Source: an optimization exercise on an open RTL-to-GDS flow (aim: small area, a short achievable clock period and few clock cycles per item). Production flows keep margins and buffers that such runs may drop. At most, simulation tests tie the RTL to the original design; equivalence was not proved. Only the layout flow was run in runs 1, 2, 4 and 5; the RTL was not checked for function there.

$ cat constraint.sdc
create_clock -name core_clock -period 11.0 [get_ports {clk}]
set_input_delay 2.2000 -clock core_clock [delete_from_list [all_inputs] [get_ports {clk}]]
set_output_delay 2.2000 -clock core_clock [all_outputs]
set_load 0.01 [all_outputs]
$ cat design.v
package lemc_pkg;
	localparam int MOT_W  = 16;
	localparam int AREA_W = 16;
	localparam int REG_W  = 16;
	localparam int TICK_W = 7;
	localparam int DIST_W = 8;
	localparam logic [DIST_W-1:0] NEAR_DIST = 8'd11;
endpackage
module lemc_qmul (
	input  logic signed [15:0] op,
	input  logic signed [17:0] o3,
	input  logic               m1_1,
	input  logic               m1_1024,
	input  logic               m1_2048,
	input  logic               m1_4096,
	input  logic               k0,
	input  logic               k1,
	input  logic               k2,
	input  logic               neg,
	output logic signed [17:0] r
);
	logic signed [28:0] o, t3, m1, a0, a4, a8, p;
	assign o  = 29'(op);
	assign t3 = 29'(o3);
	assign m1 = (m1_1 ? o : 29'sd0) | (m1_1024 ? (o <<< 10) : 29'sd0)
		| (m1_2048 ? (o <<< 11) : 29'sd0) | (m1_4096 ? (o <<< 12) : 29'sd0);
	assign a0 = (k0 ? t3 : 29'sd0) | (k1 ? (t3 <<< 1) : 29'sd0) | (k2 ? (t3 <<< 2) : 29'sd0);
	assign a4 = (k0 ? (t3 <<< 4) : 29'sd0) | (k1 ? (t3 <<< 5) : 29'sd0) | (k2 ? (t3 <<< 6) : 29'sd0);
	assign a8 = (k0 ? (t3 <<< 8) : 29'sd0) | (k1 ? (t3 <<< 9) : 29'sd0) | (k2 ? (t3 <<< 10) : 29'sd0);
	assign p  = m1 + a0 + a4 + a8 - 29'(neg);
	assign r  = {p[28], p[28:12]} ^ {18{neg}};
endmodule
module line_escape_motion_controller (
	input  logic                                clk,
	input  logic                                arst_n,
	input  logic                                cfg_we,
	input  logic [0:0]                          cfg_index,
	input  logic [lemc_pkg::REG_W-1:0]          cfg_data,
	input  logic                                in_valid,
	output logic                                in_ready,
	input  logic                                on_line,
	input  logic                                front_level,
	input  logic                                back_level,
	input  logic                                right_level,
	input  logic                                left_level,
	input  logic signed [lemc_pkg::MOT_W-1:0]   move_x,
	input  logic signed [lemc_pkg::MOT_W-1:0]   move_y,
	input  logic [lemc_pkg::DIST_W-1:0]         ir_distance,
	output logic                                out_valid,
	input  logic                                out_ready,
	output logic signed [lemc_pkg::MOT_W-1:0]   drive_x,
	output logic signed [lemc_pkg::MOT_W-1:0]   drive_y
);
	logic [15:0] armed_q, keep_q;
	logic [6:0]  ticks_q;
	logic [15:0] front_q, back_q, right_q, left_q;
	logic        on_e_q, on_l_q, pa_q, da_q, pb_q, pb2_q;
	logic        damp_q, clr_q, near_q, koy_q, cp_q, cn_q;
	logic        see_f_q, see_b_q, see_r_q, see_l_q;
	logic signed [15:0] x_q, y_q;
	logic signed [17:0] x3_q, y3_q;
	logic [16:0] d_q;
	logic        ov_q, ov2_q, rdy_q;
	logic signed [15:0] dx_q, dy_q, dx2_q, dy2_q;
	logic signed [15:0] res_x, res_y;
	logic vi, on, pop, fire, accept;
	logic vi_n, on_n, pb2_n, ov2_n;
	assign on       = on_e_q || on_l_q;
	assign vi       = on || pa_q || da_q || pb_q || pb2_q;
	assign pop      = ov_q && out_ready;
	assign in_ready = rdy_q;
	assign accept   = in_valid && rdy_q;
	assign fire     = (on || pb2_q) && !ov2_q;
	logic signed [17:0] xr, yr;
	logic signed [15:0] y_op;
	logic signed [17:0] y_o3, x3_d, y3_d;
	logic signed [15:0] x3_src;
	assign y_op = pb_q ? x_q : y_q;
	assign y_o3 = pb_q ? x3_q : y3_q;
	assign x3_src = rdy_q ? move_x : x_q;
	assign x3_d = 18'(x3_src) + (18'(x3_src) <<< 1);
	assign y3_d = 18'(move_y) + (18'(move_y) <<< 1);
	lemc_qmul u_xmul (
		.op (x_q), .o3 (x3_q), .m1_1 (on_l_q), .m1_1024 (1'b0), .m1_2048 (pb_q),
		.m1_4096 (on_e_q), .k0 (on_e_q || pb_q), .k1 (pa_q), .k2 (on_l_q),
		.neg (on || (pb_q && x_q[15])), .r (xr)
	);
	lemc_qmul u_ymul (
		.op (y_op), .o3 (y_o3), .m1_1 (on_e_q), .m1_1024 (on_l_q || pb_q), .m1_2048 (1'b0),
		.m1_4096 (pa_q), .k0 (pa_q), .k1 (on_l_q || pb_q), .k2 (on_e_q),
		.neg (on || (pa_q && y_q[15])), .r (yr)
	);
	function automatic logic signed [15:0] sat16(input logic signed [17:0] v);
		if (v[16] != v[15]) sat16 = {v[16], {15{!v[16]}}};
		else sat16 = v[15:0];
	endfunction
	logic signed [15:0] xd, yd, xm, ym, on_x, on_y;
	logic x_gt0, x_lt0, x_ltm1, y_gt0, y_lt0, y_ltm1;
	logic xpos, xneg_v, ypos, yneg_v, cx1, cx2, cy1, cy2;
	logic [15:0] front_a, back_a, right_a, left_a;
	assign x_lt0  = x_q[15];
	assign x_gt0  = !x_q[15] && (|x_q[14:0]);
	assign x_ltm1 = x_q[15] && !(&x_q[14:0]);
	assign y_lt0  = y_q[15];
	assign y_gt0  = !y_q[15] && (|y_q[14:0]);
	assign y_ltm1 = y_q[15] && !(&y_q[14:0]);
	assign xd = sat16(xr);
	assign yd = sat16(yr);
	assign xm = damp_q ? xd : x_q;
	assign ym = damp_q ? yd : y_q;
	assign xpos   = damp_q ? x_ltm1 : x_gt0;
	assign xneg_v = damp_q ? x_gt0 : x_lt0;
	assign ypos   = damp_q ? y_ltm1 : y_gt0;
	assign yneg_v = damp_q ? y_gt0 : y_lt0;
	assign cy1 = (|front_q) && ypos;
	assign cy2 = (|back_q) && (cy1 || yneg_v);
	assign cx1 = (|right_q) && xpos;
	assign cx2 = (|left_q) && (cx1 || xneg_v);
	always_comb begin
		if (on_e_q) begin
			on_x = xm;
			on_y = ym;
		end else begin
			on_x = cx2 ? 16'sd2867 : (cx1 ? -16'sd2867 : xm);
			on_y = cy2 ? 16'sd2662 : (cy1 ? -16'sd2662 : ym);
		end
	end
	assign front_a = (on_e_q && see_f_q && front_q < armed_q) ? armed_q : front_q;
	assign back_a  = (on_e_q && see_b_q && back_q  < armed_q) ? armed_q : back_q;
	assign right_a = (on_e_q && see_r_q && right_q < armed_q) ? armed_q : right_q;
	assign left_a  = (on_e_q && see_l_q && left_q  < armed_q) ? armed_q : left_q;
	logic signed [15:0] v_op;
	logic [15:0] pa_p, pa_n;
	logic c_p, c_n, drain;
	logic signed [16:0] y5;
	logic signed [15:0] y1;
	assign v_op  = pb_q ? x_q : y_q;
	assign pa_p  = pb_q ? right_q : front_q;
	assign pa_n  = pb_q ? left_q : back_q;
	assign c_p   = (|pa_p) && v_op[15];
	assign c_n   = (|pa_n) && !v_op[15] && (|v_op[14:0]);
	assign drain = c_p || c_n;
	assign y5 = 17'(y_q) + 17'(y_q >>> 2);
	assign y1 = (y5[16] != y5[15]) ? {y5[16], {15{!y5[16]}}} : y5[15:0];
	logic [15:0] a_p, a_n, a_d, new_p, new_n;
	logic signed [17:0] sub, ad_s, d_s, k_s;
	logic ko;
	assign a_p   = pb2_q ? right_q : front_q;
	assign a_n   = pb2_q ? left_q : back_q;
	assign a_d   = cn_q ? a_n : a_p;
	assign ad_s  = {2'b00, a_d};
	assign d_s   = {1'b0, d_q};
	assign k_s   = {2'b00, keep_q};
	assign sub   = ad_s - d_s;
	assign ko    = (cp_q ? sub > k_s : a_p > keep_q) || (cn_q ? sub > k_s : a_n > keep_q);
	assign new_p = (near_q || (cp_q && sub[17])) ? 16'd0 : (cp_q ? sub[15:0] : a_p);
	assign new_n = (near_q || (cn_q && sub[17])) ? 16'd0 : (cn_q ? sub[15:0] : a_n);
	assign res_x = on ? on_x : (ko ? 16'sd0 : x_q);
	assign res_y = on ? on_y : (koy_q ? 16'sd0 : y_q);
	always_comb begin
		if (accept) begin
			vi_n = 1'b1; on_n = on_line; pb2_n = 1'b0;
		end else begin
			vi_n = vi && !fire; on_n = on; pb2_n = pb_q || (pb2_q && !fire);
		end
		if (pop || !ov_q) ov2_n = ov2_q && fire;
		else ov2_n = ov2_q || fire;
	end
	always_ff @(posedge clk or negedge arst_n) begin
		if (!arst_n) begin
			armed_q <= 16'd4096;
			keep_q  <= 16'd2048;
			ticks_q <= '0;
			front_q <= '0;
			back_q  <= '0;
			right_q <= '0;
			left_q  <= '0;
			on_e_q  <= 1'b0;
			on_l_q  <= 1'b0;
			pa_q    <= 1'b0;
			da_q    <= 1'b0;
			pb_q    <= 1'b0;
			pb2_q   <= 1'b0;
			ov_q    <= 1'b0;
			ov2_q   <= 1'b0;
			rdy_q   <= 1'b1;
		end else begin
			if (cfg_we) begin
				if (cfg_index == 1'b0) armed_q <= cfg_data;
				else keep_q <= cfg_data;
			end
			if (accept) begin
				if (!on_line) ticks_q <= '0;
				else if (ticks_q != 7'd127) ticks_q <= ticks_q + 7'd1;
			end
			rdy_q <= !vi_n || ((on_n || pb2_n) && !ov2_n);
			if (rdy_q) begin
				on_e_q <= in_valid && on_line && (ticks_q[6:3] == 4'd0) && (ticks_q[2:0] != 3'd7);
				on_l_q <= in_valid && on_line && !((ticks_q[6:3] == 4'd0) && (ticks_q[2:0] != 3'd7));
				pa_q   <= in_valid && !on_line;
				da_q   <= 1'b0;
				pb_q   <= 1'b0;
				pb2_q  <= 1'b0;
			end else begin
				if (fire) begin
					on_e_q <= 1'b0;
					on_l_q <= 1'b0;
					pb2_q  <= 1'b0;
				end
				pa_q <= 1'b0;
				if (pa_q) begin
					da_q <= 1'b1;
					pb_q <= !drain;
				end else if (da_q && !pb_q) begin
					da_q <= 1'b0;
					pb_q <= 1'b1;
				end else if (pb_q) begin
					da_q  <= 1'b0;
					pb_q  <= 1'b0;
					pb2_q <= 1'b1;
				end
			end
			if (fire && on) begin
				front_q <= clr_q ? 16'd0 : front_a;
				back_q  <= clr_q ? 16'd0 : back_a;
				right_q <= clr_q ? 16'd0 : right_a;
				left_q  <= clr_q ? 16'd0 : left_a;
			end
			if (da_q) begin
				front_q <= new_p;
				back_q  <= new_n;
			end
			if (fire && pb2_q) begin
				right_q <= new_p;
				left_q  <= new_n;
			end
			if (pop || !ov_q) ov_q <= ov2_q || fire;
			ov2_q <= ov2_n;
		end
	end
	always_ff @(posedge clk) begin
		d_q <= pb_q ? xr[16:0] : yr[16:0];
		if (rdy_q) begin
			x_q     <= move_x;
			y_q     <= move_y;
			x3_q    <= x3_d;
			y3_q    <= y3_d;
			see_f_q <= !front_level;
			see_b_q <= !back_level;
			see_r_q <= !right_level;
			see_l_q <= !left_level;
			near_q  <= ir_distance < lemc_pkg::NEAR_DIST;
			damp_q  <= !ticks_q[6] || (!ticks_q[5] && (!ticks_q[4] || !(ticks_q[3] || ticks_q[2])));
			clr_q   <= &ticks_q[6:3];
		end else begin
			if (pa_q || pb_q) begin
				cp_q <= c_p;
				cn_q <= c_n;
			end
			if (pa_q && drain) begin
				x_q <= xr[15:0];
				y_q <= y1;
			end
			if (pb_q && drain) begin
				x_q <= yr[15:0];
				y_q <= y_q >>> 1;
			end
			if (da_q) koy_q <= ko;
			if (da_q && !pb_q) x3_q <= x3_d;
		end
	end
	always_ff @(posedge clk) begin
		if (pop || !ov_q) begin
			dx_q <= ov2_q ? dx2_q : res_x;
			dy_q <= ov2_q ? dy2_q : res_y;
		end
		if (fire) begin
			dx2_q <= res_x;
			dy2_q <= res_y;
		end
	end
	assign out_valid = ov_q;
	assign drive_x   = dx_q;
	assign drive_y   = dy_q;
endmodule
$ cat config.mk
export PLATFORM = sky130hd
export DESIGN_NAME = line_escape_motion_controller
export DESIGN_NICKNAME = line_escape_motion_controller
export VERILOG_FILES = /design/flow/design.v
export SDC_FILE = /design/flow/constraint.sdc
export NUM_CORES = 4
export LEC_CHECK = 0
export CAP_MARGIN = 20
export CORE_MARGIN = 2
export CORE_UTILIZATION = 40
export SETUP_SLACK_MARGIN = 5
export SLEW_MARGIN = 20
$ cat run.sh
#!/bin/bash
# synth_recipe.tcl (not shown) runs the flow's synth.tcl, then flattens the netlist and writes it again
# the make line also repeats each setting of config.mk as NAME=value (left out here)
make -C /OpenROAD-flow-scripts/flow DESIGN_CONFIG=/design/flow/config.mk WORK_HOME=/design/flow/orfs CLKGATE_MAP_FILE= SYNTH_SCRIPT=/design/flow/synth_recipe.tcl finish
==> metrics.md, run 1 <==
| Metric | Value |
|---|---|
| Unique cell type count in the Yosys netlist | `94` |
| Post-synth top area share | `0.169` |
| Initial Utilization | `0.402` |
| Sequential fraction of the synthesis area | `0.294` |
| Worst slew margin relative to its limit | `0.198` |
| GRT Residual Overflow | `0` |
| Master of the slowest instance on the critical path | `sky130_fd_sc_hd__fa_1` |
| Maximum number of pins on one net before global-route repair | `75` |
| CTS clock-pin slew for the worst setup and hold paths | `0.06 ns` |
| Die width | `255 um` |
| Post-layout net count | `3335` |
| Dominant cell type by area after synthesis | `sky130_fd_sc_hd__edfxtp_1` |
| Unrepaired setup endpoints after global routing | `no` |
| Placed Cells | `3667` |
| HPWL after detailed placement | `66.0 mm` |
| Final setup violation count | `0` |
| Clock tree from TritonCTS | `done` |
| End point of the most critical hold path | `keep_q[14]$_DFFE_PN0P_` |
| Average footprint of a synthesized cell | `8.98 um2` |
| Latest clock arrival within the worst-skew pair | `0.58 ns` |
| Critical path launch point type | `flop` |
| H-Tree Level Count | `2` |
| Critical path buffer and inverter count | `5` |
| Worst min path class | `flop to flop` |
| Global placement routability congestion | `0.937` |
| Post-route setup TNS | `0 ns` |
| Post-route cell area | `29000 um2` |
| FF-to-FF setup slack | `5.17 ns` |
| Worst Clk Skew | `0.0175 ns` |
| Warnings, synthesis | `1` |
| Initial antenna violation count | `1` |
| Total routing usage reported by global routing | `0.264` |
| Cells taking the most area after synthesis | `sky130_fd_sc_hd__edfxtp_1 (17%), sky130_fd_sc_hd__ha_1 (14%), sky130_fd_sc_hd__dfrtp_1 (11%)` |
| TritonCTS sink count | `271` |
| Antenna Violating Nets Remaining | `0` |
| Type of the setup path with the least slack | `flop to flop` |
| FMAX | `171 MHz` |
| Required time reported for the critical path endpoint | `11.33 ns` |
| DRC violation count after routing | `0` |
| Mapped Area | `25200 um2` |
| Worst Tran Pin Value | `1.17 ns` |
| Most common cell after layout, fill and taps aside | `sky130_fd_sc_hd__nand2_1` |
| Crit-path max FO | `65` |
| Flops & latches, synth | `271` |
| Fraction of synthesis flops using an asynchronous set or reset pin | `0.413` |
| Slew Limit Fails | `0` |
| Count of final hold-check violations | `0` |
| Endpoint class of the critical path | `flop` |
| R2r endpoint | `dx_q[13]$_DFFE_PN_` |
| Via count of the first global-routing pass | `22300` |
| Cells on Worst Hold Path | `1` |
| Max Root-Sink Buffers | `3` |
| Die Area | `65100 um2` |
| Wire length of the first global-routing pass | `131 mm` |
| Die boundary height | `255 um` |
| Drt pass-1 iters | `6` |
| First DRT Iteration DRCs | `2154` |
| Total Wirelength | `86.1 mm` |
| Highest-count cells in the layout ignoring fill and taps | `sky130_fd_sc_hd__nand2_1 (301), sky130_fd_sc_hd__ha_1 (288), sky130_fd_sc_hd__inv_1 (279)` |
| Number of placement rows | `92` |
| P&R area growth vs syn | `15.0%` |
| Number of flops mapped to enable cells by yosys | `142` |
| Biggest regs | `x3_q x18, y3_q x18, d_q x17` |
| Post-cts hold buffer count | `0` |
| Mapped Cells | `2810` |
| Routed len/inst | `22.7 um` |
| Status | `timing/DRC/antenna clean` |
| CP max stage delay | `0.44 ns` |
| Startpoint of the worst register-to-register path | `on_e_q$_DFFE_PN0P_` |
| Share of cells above drive strength 1 | `0.127` |
| Placed cell areas | `27100 um2` |
| Number of maximum-capacitance constraint violations | `0` |
| Number of top-level pins | `101` |
| Ordered list of cells on the worst path | `buf_12, or2_2, buf_4, o21a_1, a21oi_2, ha_1, inv_1, fa_1, fa_1, ha_1, o21ai_0, nand2b_1, a21oi_1, o211ai_1, buf_4, a31oi_1, xnor2_2, buf_4, maj3_1, a21oi_1, o21ai_1, mux2_2` |
| Total clock buffers created by CTS | `36` |
| Dominant cell type by count on the critical path | `sky130_fd_sc_hd__buf_4` |
| Startpoint of the tightest hold check path | `keep_q[14]$_DFFE_PN0P_` |
| Number of vias per cell after detailed routing | `5.83` |
| Overall via count from detail_route | `22100` |
| Final non-filler cell total | `3789` |
| Flip-flop cell with the highest count after synthesis | `sky130_fd_sc_hd__edfxtp_1` |
| Buffer cell driving the clock tree root | `sky130_fd_sc_hd__clkbuf_16` |
| I/O Buffers | `100` |
| Endpoint arrival time on the critical path | `6.16 ns` |
| Category of cells accounting for the largest share of critical-path delay | `adder cells` |
| Final cycle utilization of the critical path | `0.530` |
| Depth of the most critical reg-to-reg path | `22` |
| Core region area | `62700 um2` |
| Fin Hold WS | `0.505 ns` |
| Min Clock Period, post-route | `5.83 ns` |
| Net count of the mapped netlist | `3231` |
[area by class of cell]
class | instances | area, um2
Timing Repair Buffer | 180 | 1680
Multi-Input combinational cell | 2144 | 16600
Clock inverter | 19 | 236
Antenna cell | 2 | 5.00
Clock buffer | 46 | 968
Tap cell | 846 | 1060
Inverter | 281 | 1050
Fill cell | 6028 | 33700
Sequential cell | 271 | 7420
[how the worst max path moves through the flow]
| stage | start | to | cells past startpoint |
|---|---|---|---|
| after floorplan | pb_q$_DFF_PN0_ | dx2_q[4]$_DFFE_PP_ | 25 |
| after global placement | pb_q$_DFF_PN0_ | dy_q[7]$_DFFE_PN_ | 20 |
| after detailed placement | pb_q$_DFF_PN0_ | dy_q[7]$_DFFE_PN_ | 20 |
| after CTS | on_e_q$_DFFE_PN0P_ | dx_q[7]$_DFFE_PN_ | 22 |
| after global routing | pb2_q$_DFF_PN0_ | dx_q[15]$_DFFE_PN_ | 24 |
| final | on_e_q$_DFFE_PN0P_ | dx_q[13]$_DFFE_PN_ | 22 |
[Yosys cell counts, drive strengths merged (27+ instances only)]
library cell	number
dfrtp	109
inv	280
o21ai	260
xor2	42
nor2	144
nand3	45
ha	290
nor3	27
nor2b	29
a21o	69
nand2	306
a22oi	29
edfxtp	142
xnor2	106
fa	64
a21oi	179
clkbuf	94
mux2	153
[repair_timing]
action                                 CTS  global route
pin swaps                               23            17
setup endpoints to repair               84            67
resized for setup                       16            52
endpoints found under the hold margin    0             0
cloned                                   1             2
setup buffers                           34            17
[metal layers]
| metal | GRT usage | wire length (um) |
|---|---|---|
| met1 | 0.326 | 34900 |
| met2 | 0.463 | 42200 |
| met3 | 0.0332 | 5270 |
| met4 | 0.112 | 3710 |
| met5 | 0 | 0 |
[kinds of logic after synthesis]
group | share of synthesized area
AO/OA/AOI/OAI | 0.191
AND/OR/NAND/NOR | 0.126
XOR/XNOR | 0.0527
flip-flops | 0.294
adder cells (fa/ha/maj) | 0.198
buffers and inverters | 0.0604
multiplexers | 0.0782
[stage by stage]
step,setup WS [ns],utilization
floorplan,5.00,-
global placement,4.02,0.432
detailed placement,3.87,0.432
CTS,5.01,0.457
global route,4.95,0.463
finish,5.17,0.463
==> run 2: changes to the inputs <==
--- a/design.v
+++ b/design.v
@@ -10,3 +10,3 @@
 	input  logic signed [15:0] op,
-	input  logic signed [17:0] o3,
+	input  logic signed [19:0] o13,
 	input  logic               m1_1,
@@ -21,11 +21,11 @@
 );
-	logic signed [28:0] o, t3, m1, a0, a4, a8, p;
+	logic signed [28:0] o, w, m1, a6, an, p;
 	assign o  = 29'(op);
-	assign t3 = 29'(o3);
+	assign w  = 29'(o13);
 	assign m1 = (m1_1 ? o : 29'sd0) | (m1_1024 ? (o <<< 10) : 29'sd0)
 		| (m1_2048 ? (o <<< 11) : 29'sd0) | (m1_4096 ? (o <<< 12) : 29'sd0);
-	assign a0 = (k0 ? t3 : 29'sd0) | (k1 ? (t3 <<< 1) : 29'sd0) | (k2 ? (t3 <<< 2) : 29'sd0);
-	assign a4 = (k0 ? (t3 <<< 4) : 29'sd0) | (k1 ? (t3 <<< 5) : 29'sd0) | (k2 ? (t3 <<< 6) : 29'sd0);
-	assign a8 = (k0 ? (t3 <<< 8) : 29'sd0) | (k1 ? (t3 <<< 9) : 29'sd0) | (k2 ? (t3 <<< 10) : 29'sd0);
-	assign p  = m1 + a0 + a4 + a8 - 29'(neg);
+	assign a6 = (k0 ? (w <<< 6) : 29'sd0) | (k1 ? (w <<< 7) : 29'sd0) | (k2 ? (w <<< 8) : 29'sd0)
+		| 29'(!neg);
+	assign an = ~((k0 ? w : 29'sd0) | (k1 ? (w <<< 1) : 29'sd0) | (k2 ? (w <<< 2) : 29'sd0));
+	assign p  = m1 + a6 + an;
 	assign r  = {p[28], p[28:12]} ^ {18{neg}};
@@ -60,26 +60,26 @@
 	logic signed [15:0] x_q, y_q;
-	logic signed [17:0] x3_q, y3_q;
+	logic signed [19:0] x13_q, y13_q;
 	logic [16:0] d_q;
-	logic        ov_q, ov2_q, rdy_q;
-	logic signed [15:0] dx_q, dy_q, dx2_q, dy2_q;
+	logic        ov_q;
+	logic signed [15:0] dx_q, dy_q;
 	logic signed [15:0] res_x, res_y;
-	logic vi, on, pop, fire, accept;
-	logic vi_n, on_n, pb2_n, ov2_n;
+	logic vi, on, out_free, fire, accept, rdy;
 	assign on       = on_e_q || on_l_q;
 	assign vi       = on || pa_q || da_q || pb_q || pb2_q;
-	assign pop      = ov_q && out_ready;
-	assign in_ready = rdy_q;
-	assign accept   = in_valid && rdy_q;
-	assign fire     = (on || pb2_q) && !ov2_q;
+	assign out_free = !ov_q || out_ready;
+	assign fire     = (on || pb2_q) && out_free;
+	assign rdy      = !vi || fire;
+	assign in_ready = rdy;
+	assign accept   = in_valid && rdy;
 	logic signed [17:0] xr, yr;
 	logic signed [15:0] y_op;
-	logic signed [17:0] y_o3, x3_d, y3_d;
-	logic signed [15:0] x3_src;
+	logic signed [19:0] y_o13, x13_d, y13_d;
+	logic signed [15:0] x13_src;
 	assign y_op = pb_q ? x_q : y_q;
-	assign y_o3 = pb_q ? x3_q : y3_q;
-	assign x3_src = rdy_q ? move_x : x_q;
-	assign x3_d = 18'(x3_src) + (18'(x3_src) <<< 1);
-	assign y3_d = 18'(move_y) + (18'(move_y) <<< 1);
+	assign y_o13 = pb_q ? x13_q : y13_q;
+	assign x13_src = (da_q && !pb_q) ? x_q : move_x;
+	assign x13_d = 20'(x13_src) + (20'(x13_src) <<< 2) + (20'(x13_src) <<< 3);
+	assign y13_d = 20'(move_y) + (20'(move_y) <<< 2) + (20'(move_y) <<< 3);
 	lemc_qmul u_xmul (
-		.op (x_q), .o3 (x3_q), .m1_1 (on_l_q), .m1_1024 (1'b0), .m1_2048 (pb_q),
+		.op (x_q), .o13 (x13_q), .m1_1 (on_l_q), .m1_1024 (1'b0), .m1_2048 (pb_q),
 		.m1_4096 (on_e_q), .k0 (on_e_q || pb_q), .k1 (pa_q), .k2 (on_l_q),
@@ -88,3 +88,3 @@
 	lemc_qmul u_ymul (
-		.op (y_op), .o3 (y_o3), .m1_1 (on_e_q), .m1_1024 (on_l_q || pb_q), .m1_2048 (1'b0),
+		.op (y_op), .o13 (y_o13), .m1_1 (on_e_q), .m1_1024 (on_l_q || pb_q), .m1_2048 (1'b0),
 		.m1_4096 (pa_q), .k0 (pa_q), .k1 (on_l_q || pb_q), .k2 (on_e_q),
@@ -159,11 +159,2 @@
 	assign res_y = on ? on_y : (koy_q ? 16'sd0 : y_q);
-	always_comb begin
-		if (accept) begin
-			vi_n = 1'b1; on_n = on_line; pb2_n = 1'b0;
-		end else begin
-			vi_n = vi && !fire; on_n = on; pb2_n = pb_q || (pb2_q && !fire);
-		end
-		if (pop || !ov_q) ov2_n = ov2_q && fire;
-		else ov2_n = ov2_q || fire;
-	end
 	always_ff @(posedge clk or negedge arst_n) begin
@@ -184,4 +175,2 @@
 			ov_q    <= 1'b0;
-			ov2_q   <= 1'b0;
-			rdy_q   <= 1'b1;
 		end else begin
@@ -195,4 +184,3 @@
 			end
-			rdy_q <= !vi_n || ((on_n || pb2_n) && !ov2_n);
-			if (rdy_q) begin
+			if (rdy) begin
 				on_e_q <= in_valid && on_line && (ticks_q[6:3] == 4'd0) && (ticks_q[2:0] != 3'd7);
@@ -236,4 +224,4 @@
 			end
-			if (pop || !ov_q) ov_q <= ov2_q || fire;
-			ov2_q <= ov2_n;
+			if (fire) ov_q <= 1'b1;
+			else if (out_ready) ov_q <= 1'b0;
 		end
@@ -242,7 +230,7 @@
 		d_q <= pb_q ? xr[16:0] : yr[16:0];
-		if (rdy_q) begin
+		if (rdy) begin
 			x_q     <= move_x;
 			y_q     <= move_y;
-			x3_q    <= x3_d;
-			y3_q    <= y3_d;
+			x13_q   <= x13_d;
+			y13_q   <= y13_d;
 			see_f_q <= !front_level;
@@ -268,3 +256,3 @@
 			if (da_q) koy_q <= ko;
-			if (da_q && !pb_q) x3_q <= x3_d;
+			if (da_q && !pb_q) x13_q <= x13_d;
 		end
@@ -272,9 +260,5 @@
 	always_ff @(posedge clk) begin
-		if (pop || !ov_q) begin
-			dx_q <= ov2_q ? dx2_q : res_x;
-			dy_q <= ov2_q ? dy2_q : res_y;
-		end
 		if (fire) begin
-			dx2_q <= res_x;
-			dy2_q <= res_y;
+			dx_q <= res_x;
+			dy_q <= res_y;
 		end
==> run 2 against run 1 <==
  * Still clean
  * Clock-buffer cell count decreased by 10
  * Sequential share of layout area fell by 0.49 points
  * Synthesized area decreased by 9.5%
  * Largest cell class unchanged
==> metrics.md, run 2 <==
| Metric | Value |
|---|---|
| Worst slew margin relative to its limit | `0.287` |
| Max Root-Sink Buffers | `3` |
| Share of cells above drive strength 1 | `0.114` |
| Type of the setup path with the least slack | `input port to output port` |
| CTS clock-pin slew for the worst setup and hold paths | `0.06 ns` |
| Total Wirelength | `81.0 mm` |
| Slew Limit Fails | `0` |
| Die width | `243 um` |
| Cell types with the highest counts after synthesis | `sky130_fd_sc_hd__nand2_1 (291), sky130_fd_sc_hd__ha_1 (250), sky130_fd_sc_hd__inv_1 (203), sky130_fd_sc_hd__o21ai_0 (157), sky130_fd_sc_hd__nor2_1 (151)` |
| Startpoint of the tightest hold check path | `keep_q[9]$_DFFE_PN0P_` |
| Unique cell type count in the Yosys netlist | `90` |
| Number of flops mapped to enable cells by yosys | `114` |
| HPWL after detailed placement | `60.4 mm` |
| Initial Utilization | `0.405` |
| Post-synth top area share | `0.150` |
| Post-route setup TNS | `0 ns` |
| Endpoint arrival time on the critical path | `3.69 ns` |
| Worst min path class | `flop to flop` |
| Mapped Area | `22900 um2` |
| Count of final hold-check violations | `0` |
| Flip-flop cell with the highest count after synthesis | `sky130_fd_sc_hd__edfxtp_1` |
| Status | `timing/DRC/antenna clean` |
| Latest clock arrival within the worst-skew pair | `0.62 ns` |
| Sequential fraction of the synthesis area | `0.285` |
| Drt pass-1 iters | `8` |
| Number of placement rows | `87` |
| Warnings, synthesis | `1` |
| Clock tree from TritonCTS | `done` |
| Placed cell areas | `24600 um2` |
| Overall via count from detail_route | `20400` |
| Biggest regs | `x13_q x20, y13_q x20, d_q x17` |
| CP startpoint | `out_ready` |
| Global placement routability congestion | `0.964` |
| Post-layout net count | `2972` |
| Final setup violation count | `0` |
| Post-route cell area | `26000 um2` |
| GRT Residual Overflow | `0` |
| Via count of the first global-routing pass | `20200` |
| Fill cell total of the finished layout | `5422` |
| Routed len/inst | `24.0 um` |
| Crit-path max FO | `7` |
| Core region area | `56400 um2` |
| Die boundary height | `243 um` |
| Number of vias per cell after detailed routing | `6.05` |
| Die Area | `59100 um2` |
| Critical path launch point type | `input port` |
| Dominant cell type by area after synthesis | `sky130_fd_sc_hd__edfxtp_1` |
| Net count of the mapped netlist | `2899` |
| Cells taking the most area after synthesis | `sky130_fd_sc_hd__edfxtp_1 (15%), sky130_fd_sc_hd__ha_1 (14%), sky130_fd_sc_hd__dfrtp_1 (12%)` |
| Total clock buffers created by CTS | `31` |
| Average footprint of a synthesized cell | `9.08 um2` |
| Post-cts hold buffer count | `0` |
| H-Tree Level Count | `1` |
| Wire length of the first global-routing pass | `123 mm` |
| Buffer cell driving the clock tree root | `sky130_fd_sc_hd__clkbuf_16` |
| Antenna Violating Nets Remaining | `0` |
| Most instantiated library cell after synthesis | `sky130_fd_sc_hd__nand2_1` |
| Count of antenna diodes in the layout | `0` |
| Endpoint class of the critical path | `output port` |
| Fraction of synthesis flops using an asynchronous set or reset pin | `0.456` |
| P&R area growth vs syn | `13.9%` |
| Startpoint of the worst register-to-register path | `pb_q$_DFF_PN0_` |
| Most common cell after layout, fill and taps aside | `sky130_fd_sc_hd__nand2_1` |
| DRC violation count after routing | `0` |
| Total routing usage reported by global routing | `0.269` |
| Required time reported for the critical path endpoint | `8.80 ns` |
| Number of top-level pins | `101` |
| Final cycle utilization of the critical path | `0.536` |
| First DRT Iteration DRCs | `1839` |
| Number of maximum-capacitance constraint violations | `0` |
| Flops & latches, synth | `241` |
| Highest-count cells in the layout ignoring fill and taps | `sky130_fd_sc_hd__nand2_1 (291), sky130_fd_sc_hd__ha_1 (248), sky130_fd_sc_hd__inv_1 (201)` |
| Initial antenna violation count | `0` |
| TritonCTS sink count | `241` |
| Worst Clk Skew | `0.0177 ns` |
| Unrepaired setup endpoints after global routing | `no` |
| Worst Tran Pin Value | `1.06 ns` |
| FMAX | `170 MHz` |
| I/O Buffers | `100` |
| Min Clock Period, post-route | `5.89 ns` |
| Mapped Cells | `2516` |
| Maximum number of pins on one net before global-route repair | `64` |
-- run 2: cell count changes in the layout (fill, tap and decap cells not counted), moves of 28 or more --
cell and change:
sky130_fd_sc_hd__a21oi_1 -35, sky130_fd_sc_hd__buf_4 -29, sky130_fd_sc_hd__edfxtp_1 -28, sky130_fd_sc_hd__ha_1 -40
sky130_fd_sc_hd__o21ai_0 -84, sky130_fd_sc_hd__inv_1 -78
-- run 2: kinds of logic after synthesis --
| logic type | synth area share |
|---|---|
| and+or+nand+nor | 0.142 |
| AOI/OAI and AO/OA | 0.202 |
| adders and majority gates | 0.195 |
| buffers and inverters | 0.0530 |
| DFF | 0.285 |
| muxes | 0.0758 |
| xor gates and xnor gates | 0.0467 |
-- run 2: what timing repair did --
item / in CTS / in global routing
endpoints found under the setup margin: 31 / 32
gates resized for setup: 18 / 15
buffers inserted: 15 / 11
endpoints found under the hold margin: 0 / 0
pin swaps: 9 / 7
cloned: 2 / 1
-- run 2: path summary, 6_finish.rpt --
kind                                               end  slack, ns  cells past startpoint
worst max register to register      dy_q[11]$_DFFE_PP_       5.12                     18
worst min register to register   keep_q[9]$_DFFE_PN0P_       0.51                      1
max in group asynchronous               pb_q$_DFF_PN0_       8.02                      2
worst min-delay path             keep_q[9]$_DFFE_PN0P_       0.51                      1
worst max-delay path                          in_ready       5.11                      7
min in group asynchronous       armed_q[3]$_DFFE_PN0P_       1.64                      1
-- run 2: area by class of cell --
class                   instances  area, um2  area share
multi-input cells            1961      15300       0.588
inverters                     203        778      0.0299
well taps                     756        946      0.0363
clock inverters                22        248     0.00952
repair inverters                2       13.8    0.000529
flip-flops and latches        241       6530       0.251
clock buffers                  36        805      0.0309
repair buffers                149       1420      0.0544
-- run 2: stage by stage --
stage	std cells	utilization	hold slack, ns	setup slack, ns
finish	3370	0.462	0.510	5.11
global route	3370	0.462	0.539	4.96
CTS	3358	0.459	0.512	4.96
detailed placement	3283	0.436	0.494	3.07
global placement	3283	0.436	0.485	3.16
floorplan	2516	-	0.462	5.05
-- run 2: per-layer routing --
layer  vias to the layer above  track usage  wire length (um)
li1                       9345            -                 -
met1                      9828        0.330             31900
met4                         0        0.152              5680
met3                       273       0.0349              5520
met2                       949        0.455             37900
met5                         -            0                 0
-- run 2: critical path, cell delays in order --
cell and delay, ns:
sky130_fd_sc_hd__clkdlybuf4s50_1 0.42, sky130_fd_sc_hd__nand2b_4 0.17, sky130_fd_sc_hd__o21ai_4 0.08, sky130_fd_sc_hd__clkinvlp_4 0.20
sky130_fd_sc_hd__nor2_4 0.20, sky130_fd_sc_hd__clkinv_8 0.10, sky130_fd_sc_hd__dlygate4sd2_1 0.30
==> run 3: changes to the inputs <==
--- a/design.v
+++ b/design.v
@@ -56,4 +56,7 @@
 	logic [15:0] front_q, back_q, right_q, left_q;
+	logic [15:0] front_d, back_d, right_d, left_d;
+	logic        fnz_q, bnz_q, rnz_q, lnz_q;      
 	logic        on_e_q, on_l_q, pa_q, da_q, pb_q, pb2_q;
 	logic        damp_q, clr_q, near_q, koy_q, cp_q, cn_q;
+	logic        xgt_q, ygt_q;                    
 	logic        see_f_q, see_b_q, see_r_q, see_l_q;
@@ -65,3 +68,3 @@
 	logic signed [15:0] res_x, res_y;
-	logic vi, on, out_free, fire, accept, rdy;
+	logic vi, on, out_free, fire, accept, rdy, fb, amode, bmode, dstep;
 	assign on       = on_e_q || on_l_q;
@@ -73,9 +76,10 @@
 	assign accept   = in_valid && rdy;
+	assign fb    = (fnz_q && y_q[15]) || (bnz_q && ygt_q);
+	assign amode = pa_q && fb;
+	assign bmode = pb_q || (pa_q && !fb);
+	assign dstep = da_q || (pa_q && !fb);
 	logic signed [17:0] xr, yr;
-	logic signed [15:0] y_op;
-	logic signed [19:0] y_o13, x13_d, y13_d;
+	logic signed [19:0] x13_d, y13_d;
 	logic signed [15:0] x13_src;
-	assign y_op = pb_q ? x_q : y_q;
-	assign y_o13 = pb_q ? x13_q : y13_q;
-	assign x13_src = (da_q && !pb_q) ? x_q : move_x;
+	assign x13_src = da_q ? x_q : move_x;
 	assign x13_d = 20'(x13_src) + (20'(x13_src) <<< 2) + (20'(x13_src) <<< 3);
@@ -83,9 +87,9 @@
 	lemc_qmul u_xmul (
-		.op (x_q), .o13 (x13_q), .m1_1 (on_l_q), .m1_1024 (1'b0), .m1_2048 (pb_q),
-		.m1_4096 (on_e_q), .k0 (on_e_q || pb_q), .k1 (pa_q), .k2 (on_l_q),
-		.neg (on || (pb_q && x_q[15])), .r (xr)
+		.op (x_q), .o13 (x13_q), .m1_1 (on_l_q), .m1_1024 (pb2_q), .m1_2048 (bmode),
+		.m1_4096 (on_e_q), .k0 (on_e_q || bmode), .k1 (amode || pb2_q), .k2 (on_l_q),
+		.neg (on || (bmode && x_q[15])), .r (xr)
 	);
 	lemc_qmul u_ymul (
-		.op (y_op), .o13 (y_o13), .m1_1 (on_e_q), .m1_1024 (on_l_q || pb_q), .m1_2048 (1'b0),
-		.m1_4096 (pa_q), .k0 (pa_q), .k1 (on_l_q || pb_q), .k2 (on_e_q),
+		.op (y_q), .o13 (y13_q), .m1_1 (on_e_q), .m1_1024 (on_l_q), .m1_2048 (1'b0),
+		.m1_4096 (pa_q), .k0 (pa_q), .k1 (on_l_q), .k2 (on_e_q),
 		.neg (on || (pa_q && y_q[15])), .r (yr)
@@ -114,6 +118,6 @@
 	assign yneg_v = damp_q ? y_gt0 : y_lt0;
-	assign cy1 = (|front_q) && ypos;
-	assign cy2 = (|back_q) && (cy1 || yneg_v);
-	assign cx1 = (|right_q) && xpos;
-	assign cx2 = (|left_q) && (cx1 || xneg_v);
+	assign cy1 = fnz_q && ypos;
+	assign cy2 = bnz_q && (cy1 || yneg_v);
+	assign cx1 = rnz_q && xpos;
+	assign cx2 = lnz_q && (cx1 || xneg_v);
 	always_comb begin
@@ -131,4 +135,2 @@
 	assign left_a  = (on_e_q && see_l_q && left_q  < armed_q) ? armed_q : left_q;
-	logic signed [15:0] v_op;
-	logic [15:0] pa_p, pa_n;
 	logic c_p, c_n, drain;
@@ -136,7 +138,4 @@
 	logic signed [15:0] y1;
-	assign v_op  = pb_q ? x_q : y_q;
-	assign pa_p  = pb_q ? right_q : front_q;
-	assign pa_n  = pb_q ? left_q : back_q;
-	assign c_p   = (|pa_p) && v_op[15];
-	assign c_n   = (|pa_n) && !v_op[15] && (|v_op[14:0]);
+	assign c_p   = bmode ? (rnz_q && x_q[15]) : (fnz_q && y_q[15]);
+	assign c_n   = bmode ? (lnz_q && xgt_q) : (bnz_q && ygt_q);
 	assign drain = c_p || c_n;
@@ -146,6 +145,8 @@
 	logic signed [17:0] sub, ad_s, d_s, k_s;
-	logic ko;
+	logic ko, cpe, cne;
 	assign a_p   = pb2_q ? right_q : front_q;
 	assign a_n   = pb2_q ? left_q : back_q;
-	assign a_d   = cn_q ? a_n : a_p;
+	assign cpe   = cp_q && !pa_q;
+	assign cne   = cn_q && !pa_q;
+	assign a_d   = cne ? a_n : a_p;
 	assign ad_s  = {2'b00, a_d};
@@ -154,7 +155,27 @@
 	assign sub   = ad_s - d_s;
-	assign ko    = (cp_q ? sub > k_s : a_p > keep_q) || (cn_q ? sub > k_s : a_n > keep_q);
-	assign new_p = (near_q || (cp_q && sub[17])) ? 16'd0 : (cp_q ? sub[15:0] : a_p);
-	assign new_n = (near_q || (cn_q && sub[17])) ? 16'd0 : (cn_q ? sub[15:0] : a_n);
-	assign res_x = on ? on_x : (ko ? 16'sd0 : x_q);
+	assign ko    = (cpe ? sub > k_s : a_p > keep_q) || (cne ? sub > k_s : a_n > keep_q);
+	assign new_p = (near_q || (cpe && sub[17])) ? 16'd0 : (cpe ? sub[15:0] : a_p);
+	assign new_n = (near_q || (cne && sub[17])) ? 16'd0 : (cne ? sub[15:0] : a_n);
+	assign res_x = on ? on_x : (ko ? 16'sd0 : ((cp_q || cn_q) ? xr[15:0] : x_q));
 	assign res_y = on ? on_y : (koy_q ? 16'sd0 : y_q);
+	always_comb begin
+		front_d = front_q;
+		back_d  = back_q;
+		right_d = right_q;
+		left_d  = left_q;
+		if (fire && on) begin
+			front_d = clr_q ? 16'd0 : front_a;
+			back_d  = clr_q ? 16'd0 : back_a;
+			right_d = clr_q ? 16'd0 : right_a;
+			left_d  = clr_q ? 16'd0 : left_a;
+		end
+		if (dstep) begin
+			front_d = new_p;
+			back_d  = new_n;
+		end
+		if (fire && pb2_q) begin
+			right_d = new_p;
+			left_d  = new_n;
+		end
+	end
 	always_ff @(posedge clk or negedge arst_n) begin
@@ -168,2 +189,6 @@
 			left_q  <= '0;
+			fnz_q   <= 1'b0;
+			bnz_q   <= 1'b0;
+			rnz_q   <= 1'b0;
+			lnz_q   <= 1'b0;
 			on_e_q  <= 1'b0;
@@ -198,28 +223,14 @@
 				pa_q <= 1'b0;
-				if (pa_q) begin
-					da_q <= 1'b1;
-					pb_q <= !drain;
-				end else if (da_q && !pb_q) begin
-					da_q <= 1'b0;
-					pb_q <= 1'b1;
-				end else if (pb_q) begin
-					da_q  <= 1'b0;
-					pb_q  <= 1'b0;
-					pb2_q <= 1'b1;
-				end
-			end
-			if (fire && on) begin
-				front_q <= clr_q ? 16'd0 : front_a;
-				back_q  <= clr_q ? 16'd0 : back_a;
-				right_q <= clr_q ? 16'd0 : right_a;
-				left_q  <= clr_q ? 16'd0 : left_a;
-			end
-			if (da_q) begin
-				front_q <= new_p;
-				back_q  <= new_n;
-			end
-			if (fire && pb2_q) begin
-				right_q <= new_p;
-				left_q  <= new_n;
-			end
+				da_q <= amode;
+				pb_q <= da_q;
+				if (bmode) pb2_q <= 1'b1;
+			end
+			front_q <= front_d;
+			back_q  <= back_d;
+			right_q <= right_d;
+			left_q  <= left_d;
+			fnz_q   <= |front_d;
+			bnz_q   <= |back_d;
+			rnz_q   <= |right_d;
+			lnz_q   <= |left_d;
 			if (fire) ov_q <= 1'b1;
@@ -229,3 +240,3 @@
 	always_ff @(posedge clk) begin
-		d_q <= pb_q ? xr[16:0] : yr[16:0];
+		if (pa_q || pb_q) d_q <= bmode ? xr[16:0] : yr[16:0];
 		if (rdy) begin
@@ -242,2 +253,4 @@
 			clr_q   <= &ticks_q[6:3];
+			xgt_q   <= !move_x[15] && (|move_x[14:0]);
+			ygt_q   <= !move_y[15] && (|move_y[14:0]);
 		end else begin
@@ -247,12 +260,10 @@
 			end
-			if (pa_q && drain) begin
-				x_q <= xr[15:0];
-				y_q <= y1;
-			end
-			if (pb_q && drain) begin
-				x_q <= yr[15:0];
-				y_q <= y_q >>> 1;
-			end
-			if (da_q) koy_q <= ko;
-			if (da_q && !pb_q) x13_q <= x13_d;
+			if (amode) begin
+				x_q   <= xr[15:0];
+				y_q   <= y1;
+				xgt_q <= !xr[15] && (|xr[14:0]);
+			end
+			if (bmode && drain) y_q <= y_q >>> 1;
+			if (dstep) koy_q <= ko;
+			if (da_q) x13_q <= x13_d;
 		end
==> run 3 against run 2 <==
  * Non-clock buffer count up 24
  * Still clean
  * Critical path depth grew 2
  * Utilization grew 0.20 points
==> metrics.md, run 3 <==
| Metric | Value |
|---|---|
| Total routing usage reported by global routing | `0.257` |
| Sequential fraction of the synthesis area | `0.293` |
| Antenna Violating Nets Remaining | `0` |
| Worst Clk Skew | `0.0327 ns` |
| Cell types with the highest counts after synthesis | `sky130_fd_sc_hd__ha_1 (253), sky130_fd_sc_hd__inv_1 (249), sky130_fd_sc_hd__nand2_1 (221), sky130_fd_sc_hd__nor2_1 (207), sky130_fd_sc_hd__a21oi_1 (176)` |
| FMAX | `168 MHz` |
| Setup slack after layout | `5.04 ns` |
| Final Util | `0.464` |
| Latest clock arrival within the worst-skew pair | `0.60 ns` |
| Final setup violation count | `0` |
| Post-synth top area share | `0.171` |
| Flops & latches, synth | `247` |
| Overall via count from detail_route | `21200` |
| Via count of the first global-routing pass | `20300` |
| DRC violation count after routing | `0` |
| Total Wirelength | `79.8 mm` |
| Dominant cell type by area after synthesis | `sky130_fd_sc_hd__edfxtp_1` |
| Buffer cell driving the clock tree root | `sky130_fd_sc_hd__clkbuf_16` |
| Post-layout net count | `3075` |
| Highest-count cells in the layout ignoring fill and taps | `sky130_fd_sc_hd__ha_1 (251), sky130_fd_sc_hd__inv_1 (248), sky130_fd_sc_hd__nand2_1 (218)` |
| Min Clock Period, post-route | `5.96 ns` |
| HPWL after detailed placement | `58.9 mm` |
| Worst slew margin relative to its limit | `0.230` |
| Count of final hold-check violations | `0` |
| H-Tree Level Count | `1` |
| Mapped Cells | `2612` |
| Most common cell after layout, fill and taps aside | `sky130_fd_sc_hd__ha_1` |
| Net count of the mapped netlist | `3002` |
| Number of flops mapped to enable cells by yosys | `133` |
| Worst-case setup slack after placement | `3.59 ns` |
| Biggest regs | `x13_q x20, y13_q x20, d_q x17` |
| Average footprint of a synthesized cell | `8.96 um2` |
| First DRT Iteration DRCs | `2597` |
| Slew Limit Fails | `0` |
| Status | `timing/DRC/antenna clean` |
| P&R area growth vs syn | `14.5%` |
| Number of maximum-capacitance constraint violations | `0` |
| Die Area | `60400 um2` |
| Most instantiated library cell after synthesis | `sky130_fd_sc_hd__ha_1` |
| Die width | `246 um` |
| Count of antenna diodes in the layout | `0` |
| Drt pass-1 iters | `9` |
| Max Root-Sink Buffers | `3` |
| Wire length of the first global-routing pass | `120 mm` |
| Cells taking the most area after synthesis | `sky130_fd_sc_hd__edfxtp_1 (17%), sky130_fd_sc_hd__ha_1 (14%), sky130_fd_sc_hd__dfrtp_1 (12%)` |
| Fraction of synthesis flops using an asynchronous set or reset pin | `0.462` |
| Unique cell type count in the Yosys netlist | `97` |
| Flip-flop cell with the highest count after synthesis | `sky130_fd_sc_hd__edfxtp_1` |
| Number of vias per cell after detailed routing | `6.10` |
| I/O Buffers | `100` |
| GRT Residual Overflow | `0` |
| Worst Tran Pin Value | `1.15 ns` |
| Post-cts hold buffer count | `0` |
| Initial Utilization | `0.405` |
| Fill cell total of the finished layout | `5538` |
| Total clock buffers created by CTS | `31` |
| Post-route setup TNS | `0 ns` |
| CTS clock-pin slew for the worst setup and hold paths | `0.07 ns` |
| Final cycle utilization of the critical path | `0.542` |
| Number of placement rows | `88` |
| Share of cells above drive strength 1 | `0.0963` |
| Core region area | `57800 um2` |
| Type of the setup path with the least slack | `input port to output port` |
| Initial antenna violation count | `0` |
| Mapped Area | `23400 um2` |
| Die boundary height | `246 um` |
| Required time reported for the critical path endpoint | `8.80 ns` |
| Endpoint class of the critical path | `output port` |
| Maximum number of pins on one net before global-route repair | `76` |
| TritonCTS sink count | `247` |
| Warnings, synthesis | `1` |
| Number of top-level pins | `101` |
| Critical path launch point type | `input port` |
| Routed len/inst | `23.0 um` |
| Endpoint arrival time on the critical path | `3.76 ns` |
| Clock tree from TritonCTS | `done` |
| Global placement routability congestion | `0.984` |
| Unrepaired setup endpoints after global routing | `yes` |
| Crit-path max FO | `12` |
| Worst min path class | `flop to flop` |
## run 3: worst paths after layout
check	start	to	slack, ns	cells after the start
min reg2reg	ticks_q[1]$_DFFE_PN0P_	ticks_q[1]$_DFFE_PN0P_	0.51	2
max in group asynchronous	arst_n	pb2_q$_DFFE_PN0P_	7.95	2
min	ticks_q[1]$_DFFE_PN0P_	ticks_q[1]$_DFFE_PN0P_	0.51	2
min in group asynchronous	arst_n	keep_q[0]$_DFFE_PN0P_	1.71	1
max reg2reg	pb2_q$_DFFE_PN0P_	dx_q[6]$_DFFE_PP_	5.16	20
max	out_ready	in_ready	5.04	9
## run 3: logic make-up (layout without fill, tap and decap cells)
kind of cell | Yosys count | after routing | synth area share
compound gates | 778 | 778 | 0.230
simple gates | 683 | 684 | 0.138
buf+inv | 385 | 482 | 0.0642
fa+ha+maj | 323 | 323 | 0.195
flops | 247 | 247 | 0.293
xor+xnor | 118 | 118 | 0.0442
mux | 78 | 78 | 0.0363
## run 3: final cells by class
| class | instances | area, um2 | share of cell area |
|---|---|---|---|
| repair buffers | 173 | 1710 | 0.0639 |
| well taps | 765 | 957 | 0.0357 |
| inverters | 251 | 945 | 0.0352 |
| clock buffers | 32 | 801 | 0.0299 |
| flip-flops and latches | 247 | 6860 | 0.256 |
| multi-input cells | 1981 | 15300 | 0.571 |
| clock inverters | 26 | 238 | 0.00887 |
## run 3: per-layer routing
metal	track usage	routed length, um	vias to the layer above
met5	0	0	-
met1	0.339	32900	10200
met3	0.0368	6410	221
met4	0.125	4510	0
met2	0.413	36000	1059
li1	-	-	9704
## run 3: repair_timing
action,in CTS,in global routing
gates resized for setup,41,23
setup endpoints to repair,22,20
pin swaps,12,17
gates cloned,4,2
setup buffers,16,19
## run 3: stage by stage
stage          cell area [um2]  hold slack, ns  instances
2_1_floorplan            23400           0.462       2612
3_3_place_gp             25100           0.484       3376
3_5_place_dp             25100           0.493       3376
4_1_cts                  26500           0.508       3454
5_1_grt                  26800           0.521       3475
6_report                 26800           0.508       3475
## run 3: worst max-delay path: stages
cell	delay, ns
sky130_fd_sc_hd__clkdlybuf4s50_1	0.40
sky130_fd_sc_hd__nand2b_4	0.18
sky130_fd_sc_hd__nand2_4	0.11
sky130_fd_sc_hd__buf_12	0.16
sky130_fd_sc_hd__nand2_8	0.06
sky130_fd_sc_hd__a21oi_4	0.15
sky130_fd_sc_hd__buf_12	0.16
sky130_fd_sc_hd__inv_2	0.05
sky130_fd_sc_hd__dlygate4sd2_1	0.28
Testbench counts of run 3, summed over its fixed seeds: cycles 12,895, items 12,000.
==> run 4: changes to the inputs <==
--- a/design.v
+++ b/design.v
@@ -131,6 +131,12 @@
 	end
-	assign front_a = (on_e_q && see_f_q && front_q < armed_q) ? armed_q : front_q;
-	assign back_a  = (on_e_q && see_b_q && back_q  < armed_q) ? armed_q : back_q;
-	assign right_a = (on_e_q && see_r_q && right_q < armed_q) ? armed_q : right_q;
-	assign left_a  = (on_e_q && see_l_q && left_q  < armed_q) ? armed_q : left_q;
+	function automatic logic lt16(input logic [15:0] a, input logic [15:0] b);
+		logic c;
+		c = 1'b0;
+		for (int i = 0; i < 16; i++) c = (!a[i] && b[i]) || ((!a[i] || b[i]) && c);
+		lt16 = c;
+	endfunction
+	assign front_a = (on_e_q && see_f_q && lt16(front_q, armed_q)) ? armed_q : front_q;
+	assign back_a  = (on_e_q && see_b_q && lt16(back_q, armed_q))  ? armed_q : back_q;
+	assign right_a = (on_e_q && see_r_q && lt16(right_q, armed_q)) ? armed_q : right_q;
+	assign left_a  = (on_e_q && see_l_q && lt16(left_q, armed_q))  ? armed_q : left_q;
 	logic c_p, c_n, drain;
==> run 4 against run 3 <==
  * Still clean
  * First-iteration DRC count is 7.8% lower
  * Synthesized cell count is 0.57% higher
  * Critical path depth is 1 lower
  * Non-clock buffer count is 7 lower
  * Highest routed layer unchanged
==> metrics.md, run 4 <==
| Metric | Value |
|---|---|
| Status | `timing/DRC/antenna clean` |
| Number of vias per cell after detailed routing | `6.11` |
| Met2 routing resource usage after global routing | `0.456` |
| Count of final hold-check violations | `0` |
| Sequential fraction of the synthesis area | `0.298` |
| Number of flops mapped to enable cells by yosys | `133` |
| Cell types with the highest counts after synthesis | `sky130_fd_sc_hd__inv_1 (258), sky130_fd_sc_hd__nand2_1 (228), sky130_fd_sc_hd__a21oi_1 (192), sky130_fd_sc_hd__ha_1 (189), sky130_fd_sc_hd__o21ai_0 (189)` |
| Slew Limit Fails | `0` |
| Buffer cell driving the clock tree root | `sky130_fd_sc_hd__clkbuf_16` |
| Met1 Use GR | `0.347` |
| Total Wirelength | `82.9 mm` |
| Die width | `244 um` |
| Initial antenna violation count | `1` |
| Warnings, synthesis | `1` |
| Total clock buffers created by CTS | `29` |
| Number of maximum-capacitance constraint violations | `0` |
| Flip-flop cell with the highest count after synthesis | `sky130_fd_sc_hd__edfxtp_1` |
| Met3 routing resource usage after global routing | `0.0404` |
| First DRT Iteration DRCs | `2395` |
| Post-synth top area share | `0.174` |
| Die Area | `59400 um2` |
| Most instantiated library cell after synthesis | `sky130_fd_sc_hd__inv_1` |
| TritonCTS sink count | `247` |
| Required time reported for the critical path endpoint | `8.80 ns` |
| Worst slew margin relative to its limit | `0.221` |
| Crit-path max FO | `8` |
| Via count of the first global-routing pass | `21100` |
| Antenna Violating Nets Remaining | `0` |
| Flops & latches, synth | `247` |
| CP startpoint | `out_ready` |
| H-Tree Level Count | `1` |
| Endpoint arrival time on the critical path | `3.79 ns` |
| P&R area growth vs syn | `14.2%` |
| Number of top-level pins | `101` |
| Average footprint of a synthesized cell | `8.74 um2` |
| Initial Utilization | `0.406` |
| Latest clock arrival within the worst-skew pair | `0.59 ns` |
| Unique cell type count in the Yosys netlist | `83` |
| Dominant cell type by area after synthesis | `sky130_fd_sc_hd__edfxtp_1` |
| Startpoint of the tightest hold check path | `ticks_q[1]$_DFFE_PN0P_` |
| Unrepaired setup endpoints after global routing | `yes` |
| Worst-case setup slack after placement | `3.76 ns` |
| Fill cell total of the finished layout | `5549` |
| FF-to-FF setup slack | `5.28 ns` |
| Post-route setup TNS | `0 ns` |
| Endpoint class of the critical path | `output port` |
| Fin Hold WS | `0.507 ns` |
| Maximum number of pins on one net before global-route repair | `75` |
| Min Clock Period, post-route | `5.99 ns` |
| Worst Tran Pin Value | `1.16 ns` |
| Final non-filler cell total | `3462` |
| Mapped Area | `23000 um2` |
| Biggest regs | `x13_q x20, y13_q x20, d_q x17` |
| I/O Buffers | `100` |
| Post-layout net count | `3012` |
| Highest-count cells in the layout ignoring fill and taps | `sky130_fd_sc_hd__inv_1 (257), sky130_fd_sc_hd__nand2_1 (226), sky130_fd_sc_hd__o21ai_0 (187), sky130_fd_sc_hd__ha_1 (187), sky130_fd_sc_hd__a21oi_1 (185)` |
| CTS clock-pin slew for the worst setup and hold paths | `0.06 ns` |
| Worst min path class | `flop to flop` |
| CP max stage delay | `0.46 ns` |
| GRT busiest layer | `met2` |
| Share of cells above drive strength 1 | `0.0865` |
| Post-cts hold buffer count | `0` |
| Worst Clk Skew | `0.0337 ns` |
| Drt pass-1 iters | `11` |
| Startpoint of the worst register-to-register path | `pa_q$_DFF_PN0_` |
| Global placement routability congestion | `0.970` |
| Overall via count from detail_route | `21200` |
| Number of placement rows | `87` |
| DRC violation count after routing | `0` |
| Fraction of synthesis flops using an asynchronous set or reset pin | `0.462` |
| Max Root-Sink Buffers | `3` |
| Post-route cell area | `26200 um2` |
| Net count of the mapped netlist | `2957` |
| Placed cell areas | `24700 um2` |
| Final Util | `0.463` |
| Clock tree from TritonCTS | `done` |
| Critical path launch point type | `input port` |
| Total routing usage reported by global routing | `0.274` |
| Most common cell after layout, fill and taps aside | `sky130_fd_sc_hd__inv_1` |
| Master of the slowest instance on the critical path | `sky130_fd_sc_hd__clkdlybuf4s50_1` |
| HPWL after detailed placement | `62.5 mm` |
| Die boundary height | `244 um` |
| Wire length of the first global-routing pass | `127 mm` |
| Mapped Cells | `2627` |
| Setup slack after layout | `5.01 ns` |
| Ordered list of cells on the worst path | `clkdlybuf4s50_1, nand2b_4, and2_4, nor2_4, o31a_1, buf_12, inv_2, dlymetal6s2s_1` |
| Placed Cells | `3375` |
| Routed len/inst | `23.9 um` |
| GRT Residual Overflow | `0` |
| Final cycle utilization of the critical path | `0.544` |
| Cells taking the most area after synthesis | `sky130_fd_sc_hd__edfxtp_1 (17%), sky130_fd_sc_hd__dfrtp_1 (12%), sky130_fd_sc_hd__ha_1 (10%)` |
| Type of the setup path with the least slack | `input port to output port` |
| Core region area | `56600 um2` |
| Final setup violation count | `0` |
| FMAX | `167 MHz` |
run 4: final timing paths:
path,endpoint,cells past startpoint
max reg2reg,lnz_q$_DFF_PN0_,17
min in group asynchronous,keep_q[12]$_DFFE_PN0P_,1
min,ticks_q[1]$_DFFE_PN0P_,2
max in group asynchronous,on_e_q$_DFFE_PN0P_,2
min reg2reg,ticks_q[1]$_DFFE_PN0P_,2
max,in_ready,8
run 4: layout make-up:
class                           count  area [um2]  share of cell area
Multi-Input combinational cell   1978       14900               0.568
Tap cell                          756         946              0.0361
Clock buffer                       32         758              0.0289
Sequential cell                   247        6850               0.261
Inverter                          260         976              0.0372
Antenna cell                        2        5.00            0.000191
Timing Repair Buffer              166        1610              0.0616
Clock inverter                     21         184             0.00701
run 4: worst max-delay path: cells and delay by family:
family / cells / cell delay, ns
AOI/OAI and AO/OA: 1 / 0.22
buffers and inverters: 4 / 0.84
and+or+nand+nor: 3 / 0.52
run 4: cells by family after synthesis:
logic type,count (synthesis),synth area share
buffers and inverters,403,0.0665
muxes,82,0.0385
AOI/OAI and AO/OA,783,0.228
xor gates and xnor gates,108,0.0412
and+or+nand+nor,724,0.152
DFF,247,0.298
adders and majority gates,280,0.175
run 4: repair_timing:
action,in CTS,in global routing
pin swaps,6,10
cloned,2,2
endpoints found under the setup margin,46,38
endpoints found under the hold margin,0,0
gates resized for setup,27,42
buffers inserted,11,17
run 4: layer usage:
| layer | routed length (um) | vias to the layer above |
|---|---|---|
| met2 | 38800 | 922 |
| met4 | 4530 | 0 |
| li1 | - | 9678 |
| met3 | 5950 | 220 |
| met1 | 33700 | 10300 |
| met5 | 0 | - |
==> run 5: changes to the inputs <==
--- a/config.mk
+++ b/config.mk
@@ -9,3 +9,6 @@
 export CORE_MARGIN = 2
-export CORE_UTILIZATION = 40
+export CORE_UTILIZATION = 55
+export CTS_CLUSTER_DIAMETER = 100
+export CTS_CLUSTER_SIZE = 40
+export PLACE_DENSITY = 0.7
 export SETUP_SLACK_MARGIN = 5
==> run 5 against run 4 <==
  * Via count about the same
  * Final cell count fell by 7.5%
  * Sequential share of layout area increased by 0.79 points
  * Clock-buffer cell count fell by 15
  * Sequential cell count unchanged
  * Setup slack improved by 0.036 ns
  * Clock skew down 0.0038 ns
  * Synthesized cell count unchanged
  * Critical path type unchanged
==> metrics.md, run 5 <==
| Metric | Value |
|---|---|
| FMAX | `168 MHz` |
| End point of the most critical hold path | `keep_q[8]$_DFFE_PN0P_` |
| DRC violation count after routing | `0` |
| Number of placement rows | `74` |
| Crit-path max FO | `9` |
| Maximum number of pins on one net before global-route repair | `64` |
| FF-to-FF setup slack | `5.18 ns` |
| Depth of the most critical reg-to-reg path | `23` |
| Latest clock arrival within the worst-skew pair | `0.54 ns` |
| Most instantiated library cell after synthesis | `sky130_fd_sc_hd__inv_1` |
| CTS clock-pin slew for the worst setup and hold paths | `0.11 ns` |
| Drt pass-1 iters | `10` |
| Largest family of logic cells by synthesized area | `compound AO/OA/AOI/OAI gates` |
| Dominant cell type by area after synthesis | `sky130_fd_sc_hd__edfxtp_1` |
| Post-route setup TNS | `0 ns` |
| Via count of the first global-routing pass | `20900` |
| Placed cell areas | `24300 um2` |
| Status | `timing/DRC/antenna clean` |
| Wire length of the first global-routing pass | `122 mm` |
| Buffer cell driving the clock tree root | `sky130_fd_sc_hd__clkbuf_16` |
| Post-route cell area | `25500 um2` |
| Number of top-level pins | `101` |
| TritonCTS sink count | `247` |
| Clock tree from TritonCTS | `done` |
| Share of cells above drive strength 1 | `0.0809` |
| Required time reported for the critical path endpoint | `8.80 ns` |
| Cell types with the highest counts after synthesis | `sky130_fd_sc_hd__inv_1 (258), sky130_fd_sc_hd__nand2_1 (228), sky130_fd_sc_hd__a21oi_1 (192), sky130_fd_sc_hd__ha_1 (189), sky130_fd_sc_hd__o21ai_0 (189)` |
| Startpoint of the worst register-to-register path | `pb2_q$_DFFE_PN0P_` |
| Met3 routing resource usage after global routing | `0.0418` |
| Total Wirelength | `79.7 mm` |
| Warnings, synthesis | `1` |
| Fraction of synthesis flops using an asynchronous set or reset pin | `0.462` |
| Category of cells accounting for the largest share of critical-path delay | `buffers and inverters` |
| Most common cell after layout, fill and taps aside | `sky130_fd_sc_hd__inv_1` |
| Master of the slowest instance on the critical path | `sky130_fd_sc_hd__clkdlybuf4s50_1` |
| Post-layout net count | `2993` |
| Global placement routability congestion | `0.992` |
| Number of flops mapped to enable cells by yosys | `133` |
| Final cycle utilization of the critical path | `0.541` |
| Worst slew margin relative to its limit | `0.287` |
| Antenna Violating Nets Remaining | `0` |
| Xor/xnor cell area share of the yosys netlist | `0.0412` |
| GRT Residual Overflow | `0` |
| Core region area | `41000 um2` |
| First DRT Iteration DRCs | `2503` |
| Number of vias per cell after detailed routing | `6.61` |
| Endpoint arrival time on the critical path | `3.75 ns` |
| Post-cts hold buffer count | `0` |
| Min Clock Period, post-route | `5.95 ns` |
| Ordered list of cells on the worst path | `clkdlybuf4s50_1, nand2b_4, and2_4, nor2_4, o31a_1, buf_12, inv_2, dlygate4sd2_1` |
| Unique cell type count in the Yosys netlist | `83` |
| Mapped Area | `23000 um2` |
| Cells taking the most area after synthesis | `sky130_fd_sc_hd__edfxtp_1 (17%), sky130_fd_sc_hd__dfrtp_1 (12%), sky130_fd_sc_hd__ha_1 (10%)` |
| Count of final hold-check violations | `0` |
| Worst min path class | `flop to flop` |
| Met1 Use GR | `0.445` |
| H-Tree Level Count | `1` |
| Overall via count from detail_route | `21200` |
| Setup slack after layout | `5.05 ns` |
| Net count of the mapped netlist | `2957` |
| Number of maximum-capacitance constraint violations | `0` |
| Routed len/inst | `24.9 um` |
| Worst-case setup slack after placement | `3.86 ns` |
| Mapped Cells | `2627` |
| Sequential fraction of the synthesis area | `0.298` |
| Post-synth top area share | `0.174` |
| Initial Utilization | `0.560` |
| P&R area growth vs syn | `10.9%` |
| Multiplexer fraction of the synthesized cell area | `0.0385` |
-- run 5: cell families (layout without fill, tap and decap cells) --
family	Yosys count	in the layout
AOI/OAI and AO/OA	783	783
xor gates and xnor gates	108	108
adders and majority gates	280	280
buffers and inverters	403	446
DFF	247	247
muxes	82	82
and+or+nand+nor	724	725
-- run 5: cell type report --
cell class | instances | area [um2]
Multi-Input combinational cell | 1978 | 14900
Tap cell | 532 | 666
Timing Repair Buffer | 161 | 1540
Fill cell | 3585 | 15500
Inverter | 260 | 976
Sequential cell | 247 | 6860
Clock buffer | 17 | 404
Clock inverter | 8 | 101
-- run 5: what timing repair did --
| action | CTS | global route |
|---|---|---|
| cloned | 2 | 0 |
| gates resized for setup | 33 | 52 |
| pin swaps | 6 | 22 |
| hold endpoints to repair | 0 | 0 |
| endpoints found under the setup margin | 41 | 44 |
| buffers inserted | 12 | 19 |
-- run 5: metal layers --
metal	up-vias	routed length (um)
met4	0	5590
met2	1098	37700
met5	-	0
met3	294	5870
li1	9619	-
met1	10200	30600
-- run 5: worst max path at each step --
| stage | start | depth (start not counted) | endpoint |
|---|---|---|---|
| 2_1_floorplan | pb2_q$_DFFE_PN0P_ | 25 | dx_q[14]$_DFFE_PP_ |
| 3_3_place_gp | out_ready | 8 | in_ready |
| 3_5_place_dp | out_ready | 8 | in_ready |
| 4_1_cts | out_ready | 8 | in_ready |
| 5_1_grt | pb2_q$_DFFE_PN0P_ | 23 | dx_q[0]$_DFFE_PP_ |
| 6_report | out_ready | 8 | in_ready |
-- run 5: metrics by stage --
stage                     hold slack (ns)  instances
after floorplan                     0.462       2627
after global placement              0.483       3145
after detailed placement            0.497       3145
after CTS                           0.523       3184
after global routing                0.536       3203
final                               0.523       3203

-- re-timing with driven ports --
The flow's constraints put no driver on any port. The routed layouts listed below were extracted and timed again, unchanged, in two steps. Step 1, drivers: a clkbuf_16 drives clk and a buf_2 each remaining input, both assumed. Step 2 moves the port delays by t, midway between the first and last clock arrival at a register: inputs arrive t later, outputs are due t later. That takes back most of the time a late clock gives input paths. Three values: no drivers, after step 1, after step 2; two values: the first two.
| run | t (ns) | slack for setup (ns) | clock arrival spread, ns | pins driven straight from the clock port |
|---|---|---|---|---|
| run 1 | 0.636 | 5.165 / 5.165 / 4.770 | 0.018 / 0.018 | 1 |
| run 2 | 0.675 | 5.108 / 5.066 / 4.650 | 0.018 / 0.018 | 1 |
| run 3 | 0.647 | 5.043 / 5.021 / 4.757 | 0.033 / 0.033 | 1 |
| run 4 | 0.627 | 5.013 / 4.991 / 4.629 | 0.035 / 0.035 | 1 |
| run 5 | 0.579 | 5.049 / 5.026 / 4.614 | 0.030 / 0.030 | 1 |
After both steps every run listed still meets setup and hold. The setup slack of run 2, which loses most, moves by -0.042 ns with the drivers and by -0.458 ns with both steps.
